Source: an optimization exercise on an open RTL-to-GDS flow (aim: small area, a short achievable clock period and few clock cycles). Production flows keep margins and buffers that such runs may drop. The RTL was checked by simulation tests, not by an equivalence proof against the original design. Power and IR drop assume default switching activity.

==> run.sh <==
#!/bin/bash
# synth_recipe.tcl (not shown) runs the flow's synth.tcl, then flattens the netlist and writes it again
# the make line also repeats each setting of config.mk as NAME=value (left out here)
make -C /OpenROAD-flow-scripts/flow DESIGN_CONFIG=/design/flow/config.mk WORK_HOME=/design/flow/orfs CLKGATE_MAP_FILE= SYNTH_SCRIPT=/design/flow/synth_recipe.tcl finish
==> config.mk <==
export PLATFORM = sky130hd
export DESIGN_NAME = sprite_cluster_edge_anchor
export DESIGN_NICKNAME = sprite_cluster_edge_anchor
export VERILOG_FILES = /design/flow/design.v
export SDC_FILE = /design/flow/constraint.sdc
export NUM_CORES = 8
export LEC_CHECK = 0
export CAP_MARGIN = 20
export CORE_MARGIN = 2
export CORE_UTILIZATION = 40
export SLEW_MARGIN = 20
==> constraint.sdc <==
create_clock -name core_clock -period 12.0 [get_ports {clk}]
set_input_delay 2.4000 -clock core_clock [delete_from_list [all_inputs] [get_ports {clk}]]
set_output_delay 2.4000 -clock core_clock [all_outputs]
set_load 0.01 [all_outputs]
==> design.v <==
package scea_pkg;
  localparam int MaxSprites = 64;
  localparam int IdxW       = $clog2(MaxSprites);
  localparam int CntW       = IdxW + 1;
  localparam logic [1:0] REG_BASE_WIDTH    = 2'd0;
  localparam logic [1:0] REG_WIDE_WIDTH    = 2'd1;
  localparam logic [1:0] REG_CENTRE_OFFSET = 2'd2;
  localparam logic [1:0] REG_SCREEN_HEIGHT = 2'd3;
  typedef struct packed {
    logic signed [15:0] x;
    logic signed [15:0] y;
    logic [11:0]        w;
    logic [11:0]        h;
  } sprite_t;
  localparam int SpriteW = 56;   
  typedef struct packed {
    logic [CntW-1:0] count;
  } frame_t;
  typedef enum logic [3:0] {
    ST_IDLE, ST_INIT, ST_PAIR_RD, ST_PAIR_CMP, ST_FIND_A, ST_FIND_B,
    ST_EXT_INIT, ST_EXT_FIND, ST_EXT_UPD, ST_OUT_FIND, ST_OUT_CALC, ST_OUT_EMIT
  } back_state_t;
endpackage
module scea_front (
  input  logic                   clk,
  input  logic                   rst_n,
  input  logic                   push,
  output logic                   full,
  input  scea_pkg::sprite_t      in_sprite,
  input  logic                   in_frame_end,
  input  logic                   frame_busy,
  output logic                   wr_en,
  output logic [scea_pkg::IdxW-1:0] wr_idx,
  output scea_pkg::sprite_t      wr_data,
  output logic                   frame_valid,
  output scea_pkg::frame_t       frame
);
  logic [scea_pkg::CntW-1:0] count_r, count_nxt;
  logic            fv_r, fv_nxt;
  logic [scea_pkg::CntW-1:0] fc_r, fc_nxt;
  logic            acc;
  logic [scea_pkg::CntW-1:0] count_inc;
  assign full    = fv_r || frame_busy;
  assign acc     = push && !full;
  assign wr_en   = acc;
  assign wr_idx  = count_r[scea_pkg::IdxW-1:0];
  assign wr_data = in_sprite;
  assign count_inc = count_r + scea_pkg::CntW'(1);
  always_comb begin
    count_nxt = count_r;
    fv_nxt    = fv_r;
    fc_nxt    = fc_r;
    if (acc) begin
      if (in_frame_end || count_inc == scea_pkg::CntW'(scea_pkg::MaxSprites)) begin
        count_nxt = '0;
        fv_nxt    = 1'b1;
        fc_nxt    = count_inc;
      end else begin
        count_nxt = count_inc;
      end
    end else if (fv_r && frame_busy) begin
      fv_nxt = 1'b0;
    end
  end
  always_ff @(posedge clk) begin
    if (!rst_n) begin
      count_r <= '0;
      fv_r    <= 1'b0;
    end else begin
      count_r <= count_nxt;
      fv_r    <= fv_nxt;
    end
    fc_r <= fc_nxt;
  end
  assign frame_valid = fv_r;
  assign frame.count = fc_r;
endmodule
module scea_back (
  input  logic                   clk,
  input  logic                   rst_n,
  input  logic                   wr_en,
  input  logic [scea_pkg::IdxW-1:0] wr_idx,
  input  scea_pkg::sprite_t      wr_data,
  input  logic                   frame_valid,
  input  scea_pkg::frame_t       frame,
  output logic                   frame_busy,
  input  logic [11:0]            base_width,
  input  logic [11:0]            wide_width,
  input  logic [10:0]            centre_offset,
  input  logic [11:0]            screen_height,
  output logic                   empty,
  input  logic                   pop,
  output logic signed [15:0]     out_moved_x,
  output logic                   out_needs_clip,
  output logic                   out_last_out
);
  logic [scea_pkg::SpriteW-1:0] store_m [0:scea_pkg::MaxSprites-1];
  logic [scea_pkg::IdxW-1:0]  link_m  [0:scea_pkg::MaxSprites-1];
  logic signed [16:0] left_m  [0:scea_pkg::MaxSprites-1];
  logic signed [16:0] right_m [0:scea_pkg::MaxSprites-1];
  scea_pkg::back_state_t state_r, state_nxt;
  logic [scea_pkg::CntW-1:0] n_r, n_nxt;
  logic [scea_pkg::IdxW-1:0] i_r, i_nxt, j_r, j_nxt, p_r, p_nxt, ra_r, ra_nxt;
  logic [scea_pkg::IdxW-1:0] lk_r;
  scea_pkg::sprite_t a_r, a_nxt, b_r, b_nxt;
  logic signed [16:0] gl_r, gl_nxt, gr_r, gr_nxt;
  logic [11:0] gap_r, narrow_r, far_r, centre_r;
  logic [11:0] base80;
  logic [12:0] b6;
  logic [14:0] b12;
  logic            ov_r, ov_nxt;
  logic signed [15:0] ox_r, ox_nxt;
  logic            oc_r, oc_nxt, ol_r, ol_nxt;
  logic            lw_en;
  logic [scea_pkg::IdxW-1:0] lw_idx, lw_val;
  logic            ew_en;
  logic [scea_pkg::IdxW-1:0] ew_idx;
  logic signed [16:0] ew_l, ew_r;
  logic [25:0] recip;
  assign recip  = 26'(base_width) * 26'd13108;
  assign base80 = 12'(recip >> 20);
  assign b6     = 13'((32'(base_width) * 32'd39322) >> 16);
  assign b12    = 15'((32'(base_width) * 32'd31458) >> 18);
  always_ff @(posedge clk) begin
    if (state_r == scea_pkg::ST_IDLE) begin
      gap_r    <= (base80 < 12'd2) ? 12'd2 : base80;
      narrow_r <= 12'(b6);
      far_r    <= 12'(b12);
      centre_r <= {1'b0, base_width[11:1]};
    end
  end
  always_ff @(posedge clk) begin
    if (wr_en) store_m[wr_idx] <= wr_data;
    if (lw_en) link_m[lw_idx] <= lw_val;
    if (ew_en) begin
      left_m[ew_idx]  <= ew_l;
      right_m[ew_idx] <= ew_r;
    end
    lk_r <= link_m[p_nxt];
  end
  logic signed [17:0] ay1, by1, top, bot, ovl;
  logic [11:0] minh;
  logic near;
  always_comb begin
    ay1  = 18'(a_r.y) + 18'(signed'({1'b0, a_r.h}));
    by1  = 18'(b_r.y) + 18'(signed'({1'b0, b_r.h}));
    top  = (a_r.y > b_r.y) ? 18'(a_r.y) : 18'(b_r.y);
    bot  = (ay1 < by1) ? ay1 : by1;
    ovl  = bot - top;
    minh = (a_r.h < b_r.h) ? a_r.h : b_r.h;
    near = (18'(a_r.x) - 18'(signed'({1'b0, gap_r})) <
            18'(b_r.x) + 18'(signed'({1'b0, b_r.w}))) &&
           (18'(b_r.x) - 18'(signed'({1'b0, gap_r})) <
            18'(a_r.x) + 18'(signed'({1'b0, a_r.w}))) &&
           (signed'({ovl, 1'b0}) >= 19'(signed'({1'b0, minh}))) && (minh != '0);
  end
  logic signed [17:0] cw, csum, cc, d;
  logic signed [12:0] cen_s;
  logic [11:0] shift;
  logic signed [15:0] nx;
  logic signed [17:0] nxw, yh;
  logic clip;
  logic signed [16:0] x1;
  always_comb begin
    cw    = 18'(gr_r) - 18'(gl_r);
    csum  = 18'(gl_r) + 18'(gr_r);
    cc    = (csum + ((csum < 0) ? 18'sd1 : 18'sd0)) >>> 1;
    cen_s = 13'(signed'({1'b0, centre_r}));
    d     = cc - 18'(cen_s);
    if (d < 0) d = -d;
    shift = {1'b0, centre_offset};
    if (cw < 18'(signed'({1'b0, narrow_r})) && d > 18'(signed'({1'b0, far_r})))
      shift = (cc < 18'(cen_s)) ? 12'd0 : {centre_offset, 1'b0};
    nx   = a_r.x + 16'(shift);
    nxw  = 18'(nx) + 18'(signed'({1'b0, a_r.w}));
    yh   = 18'(a_r.y) + 18'(signed'({1'b0, a_r.h}));
    clip = nx < 0 || a_r.y < 0 || nxw >= 18'(signed'({1'b0, wide_width})) ||
           yh >= 18'(signed'({1'b0, screen_height}));
    x1   = 17'(a_r.x) + 17'(signed'({1'b0, a_r.w}));
  end
  logic [scea_pkg::IdxW-1:0] last_idx;
  assign last_idx = scea_pkg::IdxW'(n_r - scea_pkg::CntW'(1));
  always_comb begin
    state_nxt = state_r;
    n_nxt = n_r; i_nxt = i_r; j_nxt = j_r; p_nxt = p_r; ra_nxt = ra_r;
    a_nxt = a_r; b_nxt = b_r; gl_nxt = gl_r; gr_nxt = gr_r;
    ov_nxt = ov_r; ox_nxt = ox_r; oc_nxt = oc_r; ol_nxt = ol_r;
    lw_en = 1'b0; lw_idx = i_r; lw_val = i_r;
    ew_en = 1'b0; ew_idx = i_r; ew_l = 17'sh0FFFF; ew_r = -17'sh10000;
    if (ov_r && pop) ov_nxt = 1'b0;
    unique case (state_r)
      scea_pkg::ST_IDLE: if (frame_valid) begin
        n_nxt = frame.count; i_nxt = '0; state_nxt = scea_pkg::ST_INIT;
      end
      scea_pkg::ST_INIT: begin
        lw_en = 1'b1;
        if (i_r == last_idx) begin
          i_nxt = '0; j_nxt = scea_pkg::IdxW'(1);
          state_nxt = (n_r == scea_pkg::CntW'(1)) ? scea_pkg::ST_EXT_INIT : scea_pkg::ST_PAIR_RD;
        end else i_nxt = i_r + scea_pkg::IdxW'(1);
      end
      scea_pkg::ST_PAIR_RD: begin
        a_nxt = store_m[i_r]; b_nxt = store_m[j_r]; state_nxt = scea_pkg::ST_PAIR_CMP;
      end
      scea_pkg::ST_PAIR_CMP: begin
        if (near) begin p_nxt = i_r; state_nxt = scea_pkg::ST_FIND_A; end
        else if (j_r == last_idx) begin
          if (i_r + scea_pkg::IdxW'(1) == last_idx) begin
            i_nxt = '0; state_nxt = scea_pkg::ST_EXT_INIT;
          end else begin
            i_nxt = i_r + scea_pkg::IdxW'(1); j_nxt = i_r + scea_pkg::IdxW'(2); state_nxt = scea_pkg::ST_PAIR_RD;
          end
        end else begin j_nxt = j_r + scea_pkg::IdxW'(1); state_nxt = scea_pkg::ST_PAIR_RD; end
      end
      scea_pkg::ST_FIND_A: begin
        if (lk_r == p_r) begin ra_nxt = p_r; p_nxt = j_r; state_nxt = scea_pkg::ST_FIND_B; end
        else p_nxt = lk_r;
      end
      scea_pkg::ST_FIND_B: begin
        if (lk_r == p_r) begin
          if (p_r != ra_r) begin lw_en = 1'b1; lw_idx = p_r; lw_val = ra_r; end
          if (j_r == last_idx) begin
            if (i_r + scea_pkg::IdxW'(1) == last_idx) begin
              i_nxt = '0; state_nxt = scea_pkg::ST_EXT_INIT;
            end else begin
              i_nxt = i_r + scea_pkg::IdxW'(1); j_nxt = i_r + scea_pkg::IdxW'(2); state_nxt = scea_pkg::ST_PAIR_RD;
            end
          end else begin j_nxt = j_r + scea_pkg::IdxW'(1); state_nxt = scea_pkg::ST_PAIR_RD; end
        end else p_nxt = lk_r;
      end
      scea_pkg::ST_EXT_INIT: begin
        ew_en = 1'b1;
        if (i_r == last_idx) begin i_nxt = '0; state_nxt = scea_pkg::ST_EXT_FIND; p_nxt = '0; end
        else i_nxt = i_r + scea_pkg::IdxW'(1);
        if (i_r == last_idx) a_nxt = store_m['0];
      end
      scea_pkg::ST_EXT_FIND: begin
        if (lk_r == p_r) begin
          ra_nxt = p_r; gl_nxt = left_m[p_r]; gr_nxt = right_m[p_r];
          state_nxt = scea_pkg::ST_EXT_UPD;
        end else p_nxt = lk_r;
      end
      scea_pkg::ST_EXT_UPD: begin
        ew_en = 1'b1; ew_idx = ra_r;
        ew_l = (17'(a_r.x) < gl_r) ? 17'(a_r.x) : gl_r;
        ew_r = (x1 > gr_r) ? x1 : gr_r;
        if (i_r == last_idx) begin i_nxt = '0; p_nxt = '0; state_nxt = scea_pkg::ST_OUT_FIND; end
        else begin i_nxt = i_r + scea_pkg::IdxW'(1); p_nxt = i_r + scea_pkg::IdxW'(1); state_nxt = scea_pkg::ST_EXT_FIND; end
        a_nxt = store_m[i_r + scea_pkg::IdxW'(1)];
        if (i_r == last_idx) a_nxt = store_m['0];
      end
      scea_pkg::ST_OUT_FIND: begin
        if (lk_r == p_r) begin
          gl_nxt = left_m[p_r]; gr_nxt = right_m[p_r]; state_nxt = scea_pkg::ST_OUT_CALC;
        end else p_nxt = lk_r;
      end
      scea_pkg::ST_OUT_CALC: if (!ov_nxt) begin
        ov_nxt = 1'b1; ox_nxt = nx; oc_nxt = clip; ol_nxt = (i_r == last_idx);
        state_nxt = scea_pkg::ST_OUT_EMIT;
      end
      scea_pkg::ST_OUT_EMIT: begin
        if (i_r == last_idx) state_nxt = scea_pkg::ST_IDLE;
        else begin
          i_nxt = i_r + scea_pkg::IdxW'(1); p_nxt = i_r + scea_pkg::IdxW'(1);
          a_nxt = store_m[i_r + scea_pkg::IdxW'(1)]; state_nxt = scea_pkg::ST_OUT_FIND;
        end
      end
      default: state_nxt = scea_pkg::ST_IDLE;
    endcase
  end
  always_ff @(posedge clk) begin
    if (!rst_n) begin
      state_r <= scea_pkg::ST_IDLE;
      ov_r    <= 1'b0;
    end else begin
      state_r <= state_nxt;
      ov_r    <= ov_nxt;
    end
    n_r <= n_nxt; i_r <= i_nxt; j_r <= j_nxt; p_r <= p_nxt; ra_r <= ra_nxt;
    a_r <= a_nxt; b_r <= b_nxt; gl_r <= gl_nxt; gr_r <= gr_nxt;
    ox_r <= ox_nxt; oc_r <= oc_nxt; ol_r <= ol_nxt;
  end
  assign frame_busy     = (state_r != scea_pkg::ST_IDLE);
  assign empty          = !ov_r;
  assign out_moved_x    = ox_r;
  assign out_needs_clip = oc_r;
  assign out_last_out   = ol_r;
endmodule
module sprite_cluster_edge_anchor (
  input  logic               clk,
  input  logic               rst_n,
  input  logic               push,
  output logic               full,
  input  logic signed [15:0] in_sprite_x,
  input  logic signed [15:0] in_sprite_y,
  input  logic [11:0]        in_sprite_width,
  input  logic [11:0]        in_sprite_height,
  input  logic               in_frame_end,
  output logic               empty,
  input  logic               pop,
  output logic signed [15:0] out_moved_x,
  output logic               out_needs_clip,
  output logic               out_last_out,
  input  logic               cfg_we,
  input  logic [1:0]         cfg_index,
  input  logic [11:0]        cfg_data
);
  logic [11:0] base_r, wide_r, sh_r;
  logic [10:0] co_r;
  scea_pkg::sprite_t     in_sprite;
  logic        wr_en, frame_valid, frame_busy;
  logic [scea_pkg::IdxW-1:0] wr_idx;
  scea_pkg::sprite_t     wr_data;
  scea_pkg::frame_t      frame;
  always_ff @(posedge clk) begin
    if (!rst_n) begin
      base_r <= 12'd640; wide_r <= 12'd854; co_r <= 11'd107; sh_r <= 12'd480;
    end else if (cfg_we) begin
      unique case (cfg_index)
        scea_pkg::REG_BASE_WIDTH:    base_r <= cfg_data;
        scea_pkg::REG_WIDE_WIDTH:    wide_r <= cfg_data;
        scea_pkg::REG_CENTRE_OFFSET: co_r   <= cfg_data[10:0];
        scea_pkg::REG_SCREEN_HEIGHT: sh_r   <= cfg_data;
        default: ;
      endcase
    end
  end
  assign in_sprite = {in_sprite_x, in_sprite_y, in_sprite_width, in_sprite_height};
  scea_front u_front (
    .clk, .rst_n, .push, .full, .in_sprite, .in_frame_end, .frame_busy,
    .wr_en, .wr_idx, .wr_data, .frame_valid, .frame
  );
  scea_back u_back (
    .clk, .rst_n, .wr_en, .wr_idx, .wr_data, .frame_valid, .frame, .frame_busy,
    .base_width(base_r), .wide_width(wide_r), .centre_offset(co_r),
    .screen_height(sh_r), .empty, .pop, .out_moved_x, .out_needs_clip,
    .out_last_out
  );
endmodule
==> impl_metrics.tcl <==
set metrics [dict create \
    hp-class "reg2reg" \
    portBuffers 95 \
    required_ps 13100 \
    critPathMaxStageDelay_ps 620 \
    ys_types 105 \
    path_max_fanout 36 \
    synth_edf_count 6378 \
    clk_pin_slew_worst_paths_ps 60 \
    synthArstFlopShare 0 \
    fin_crit_sh 0.951 \
    syn_nets 17800 \
    skew_ps 118 \
    seq_area_um2 193000 \
    stdcell_count 28400 \
    finalHoldViolCount 0 \
    synthCells 17000 \
    wl_per_cell_um 38.8 \
    mostFrequentLayoutCells "edfxtp_1 (6378), mux4_2 (3960), nand2_1 (1435)" \
    antenna_left 0 \
    die_h_um 902 \
    drtPass1Iterations 6 \
    clock_latency_ps 1190 \
    crit_arrival_ps 12510 \
    maxCapViolCount 0 \
    vias 191000 \
    post-route-min-period_ps 11410 \
    rows 329 \
    hpwl_um 596000 \
    cts_num_sinks 6456 \
    cts-root-buf "clkbuf_16" \
    first_global_vias 187000 \
    power_density_nw_per_um2 233 \
    grt_pass1_wl_um 1520000 \
    slew_headroom 0.137 \
    design.core.area_um2 803000 \
    numCtsBuffers 692 \
    fmax_ghz 0.0877 \
    whs_ps 414 \
    outcome "complete, no violations" \
    synth_area_per_cell_um2 18.9 \
    dp_cells 27000 \
    synth_seq_area_share 0.599 \
    htree_levels 6 \
    cts_tree "yes" \
    synthFlopType "edfxtp_1" \
    start_util 0.401 \
    ios 96 \
    worstSetupPathType "reg2reg" \
    grt_remaining_overflow 0 \
    fin_util 0.451 \
    yosys_warnings 3 \
    nNetsFinal 17900 \
    crit_top_cell "a21oi_1" \
    setup_violations 0 \
    area_growth_syn_to_layout_pct 12.2 \
    multi_input_area_um2 124000 \
    tightest_slew_ps 1290 \
    fp.dieW_um 902 \
    drive_above_1_share 0.330 \
    maxSlewViolCount 0 \
    grt.total_usage 0.265 \
    layout_commonest_cell "edfxtp_1" \
    startpoint_type "flip-flop" \
    drc 0 \
    netlist_area_um2 322000 \
    place.gp.congestion 0.867 \
    power_w 0.0844 \
    finalSetupTns_ps 0 \
    viasPerCell 6.73 \
    clockBufferDepth 4 \
    peakVddDrop_mv 0.465 \
    cts_setup_buffers 0 \
    die_area_um2 813000 \
    grt_antenna_before_repair 103 \
    grt_max_degree 139 \
    synth_seq_cells 6456 \
    fill_cells 67500 \
    p_leak_nw 121 \
    drtIter0Drc 30800 \
    slowest_stage "or4_1" \
    critPathCaptureType "flip-flop" \
    drt-total-wl_um 1100000 \
]
[cell type report]
cell class	instances	share of cell area
diodes	77	0.000533
well taps	10600	0.0366
flip-flops and latches	6456	0.534
clock buffers	824	0.0498
clock inverters	421	0.0126
multi-input cells	8843	0.344
inverters	486	0.00508
repair buffers	669	0.0177
[through the flow]
stage | area [um2] | worst slack, ps
final | 362000 | 591
after CTS | 361000 | 300
after detailed placement | 339000 | 306
after global placement | 339000 | 294
after floorplan | 322000 | 1140
after global routing | 361000 | -47.6
[per-layer routing]
| layer | track usage | wire length (um) |
|---|---|---|
| met1 | 0.360 | 411000 |
| met2 | 0.403 | 499000 |
| met3 | 0.0761 | 136000 |
| met4 | 0.106 | 52600 |
| met5 | 0 | 248 |
[worst paths after layout]
kind                                                 from                 endpoint  slack, ps  cells after the start
worst max-delay path              u_back.a_r[0]$_DFFE_PP_   u_back.lk_r[0]$_DFF_P_        590                     45
worst min-delay path            u_front.fc_r[0]$_DFFE_PP_  u_back.n_r[0]$_DFFE_PP_        410                      0
worst max register to register    u_back.a_r[0]$_DFFE_PP_   u_back.lk_r[0]$_DFF_P_        590                     45
worst min register to register  u_front.fc_r[0]$_DFFE_PP_  u_back.n_r[0]$_DFFE_PP_        410                      0
[critical path, delay by kind of cell, from the launching register on]
kind | cells | cell delay, ps
simple gates | 10 | 2390
buf+inv | 5 | 1690
xor+xnor | 2 | 320
flops | 1 | 420
fa+ha+maj | 5 | 1600
compound gates | 22 | 4650
mux | 1 | 220
[state kept, by name, indices dropped and copies added (netlist names), 9 cells and up, named ones only]
register and flops:
u_back.far_r 9, u_back.b_r 56, u_back.store_m 3584, co_r 11, u_back.gl_r 17, u_back.link_m 384, wide_r 12, u_back.left_m 1088
u_back.narrow_r 12, u_back.ox_r 16, u_back.centre_r 11, base_r 12, sh_r 12, u_back.gr_r 17, u_back.a_r 56, u_back.right_m 1088
[cell usage after synthesis (42+ instances only)]
cell type | n | area [um2]
nand3_1 | 343 | 1720
and3_1 | 158 | 988
a311oi_1 | 222 | 1940
a221o_1 | 59 | 591
inv_1 | 477 | 1790
dfxtp_1 | 78 | 1560
o21bai_1 | 57 | 428
o21ai_0 | 99 | 495
fa_1 | 146 | 2920
nor2b_1 | 42 | 263
a21o_1 | 65 | 488
mux4_2 | 3960 | 89200
xnor2_1 | 169 | 1480
nor3_1 | 69 | 345
ha_1 | 533 | 6670
a31oi_1 | 60 | 375
nor2_1 | 374 | 1400
nor4_1 | 84 | 526
a21oi_1 | 227 | 1140
edfxtp_1 | 6378 | 192000
buf_1 | 321 | 1200
xor2_1 | 74 | 648
clkbuf_1 | 908 | 3410
nand2_1 | 1437 | 5390
mux2i_1 | 122 | 1220
[kinds of logic after synthesis]
| kind of cell | synth area share |
|---|---|
| AOI/OAI and AO/OA | 0.0255 |
| buffers and inverters | 0.0204 |
| adders and majority gates | 0.0298 |
| xor gates and xnor gates | 0.00675 |
| DFF | 0.599 |
| muxes | 0.281 |
| and+or+nand+nor | 0.0371 |
[where the power goes]
group          total [W]  internal (W)  switching, W
clock network     0.0214        0.0120       0.00943
logic             0.0368        0.0155        0.0213
registers         0.0261        0.0255      0.000676
total             0.0844        0.0529        0.0314
[timing repair]
action / CTS / global route
endpoints found under the setup margin: 0 / 6
gates resized for setup: 0 / 26
hold buffers: 0 / 0
Testbench counts, summed over its fixed seeds: cycles 348,465.

## afterwards: timing with drivers on the ports
In the flow no input, the clock included, has a driving cell. The finished layout below was timed again as built, in two steps.
Step 1: set_driving_cell puts a clkbuf_16 on clk and a buf_2 on each other input, an assumption about the parent block.
Step 2 also shifts input and output timing later by t, the mid clock arrival at the registers, as if the neighbouring blocks saw the same clock.
Three values: no drivers, after step 1, after step 2; two values: the first two.
shift t [ns]: 1.308
setup slack, ns: 0.591 / 0.591 / 0.591
worst data-port slew with drivers (ns): 0.50
cell pins on the clock port's net: 1
After both steps setup and hold are still met in this run. The setup slack of this run moves by 0.000 ns with the drivers and by 0.000 ns with both steps.
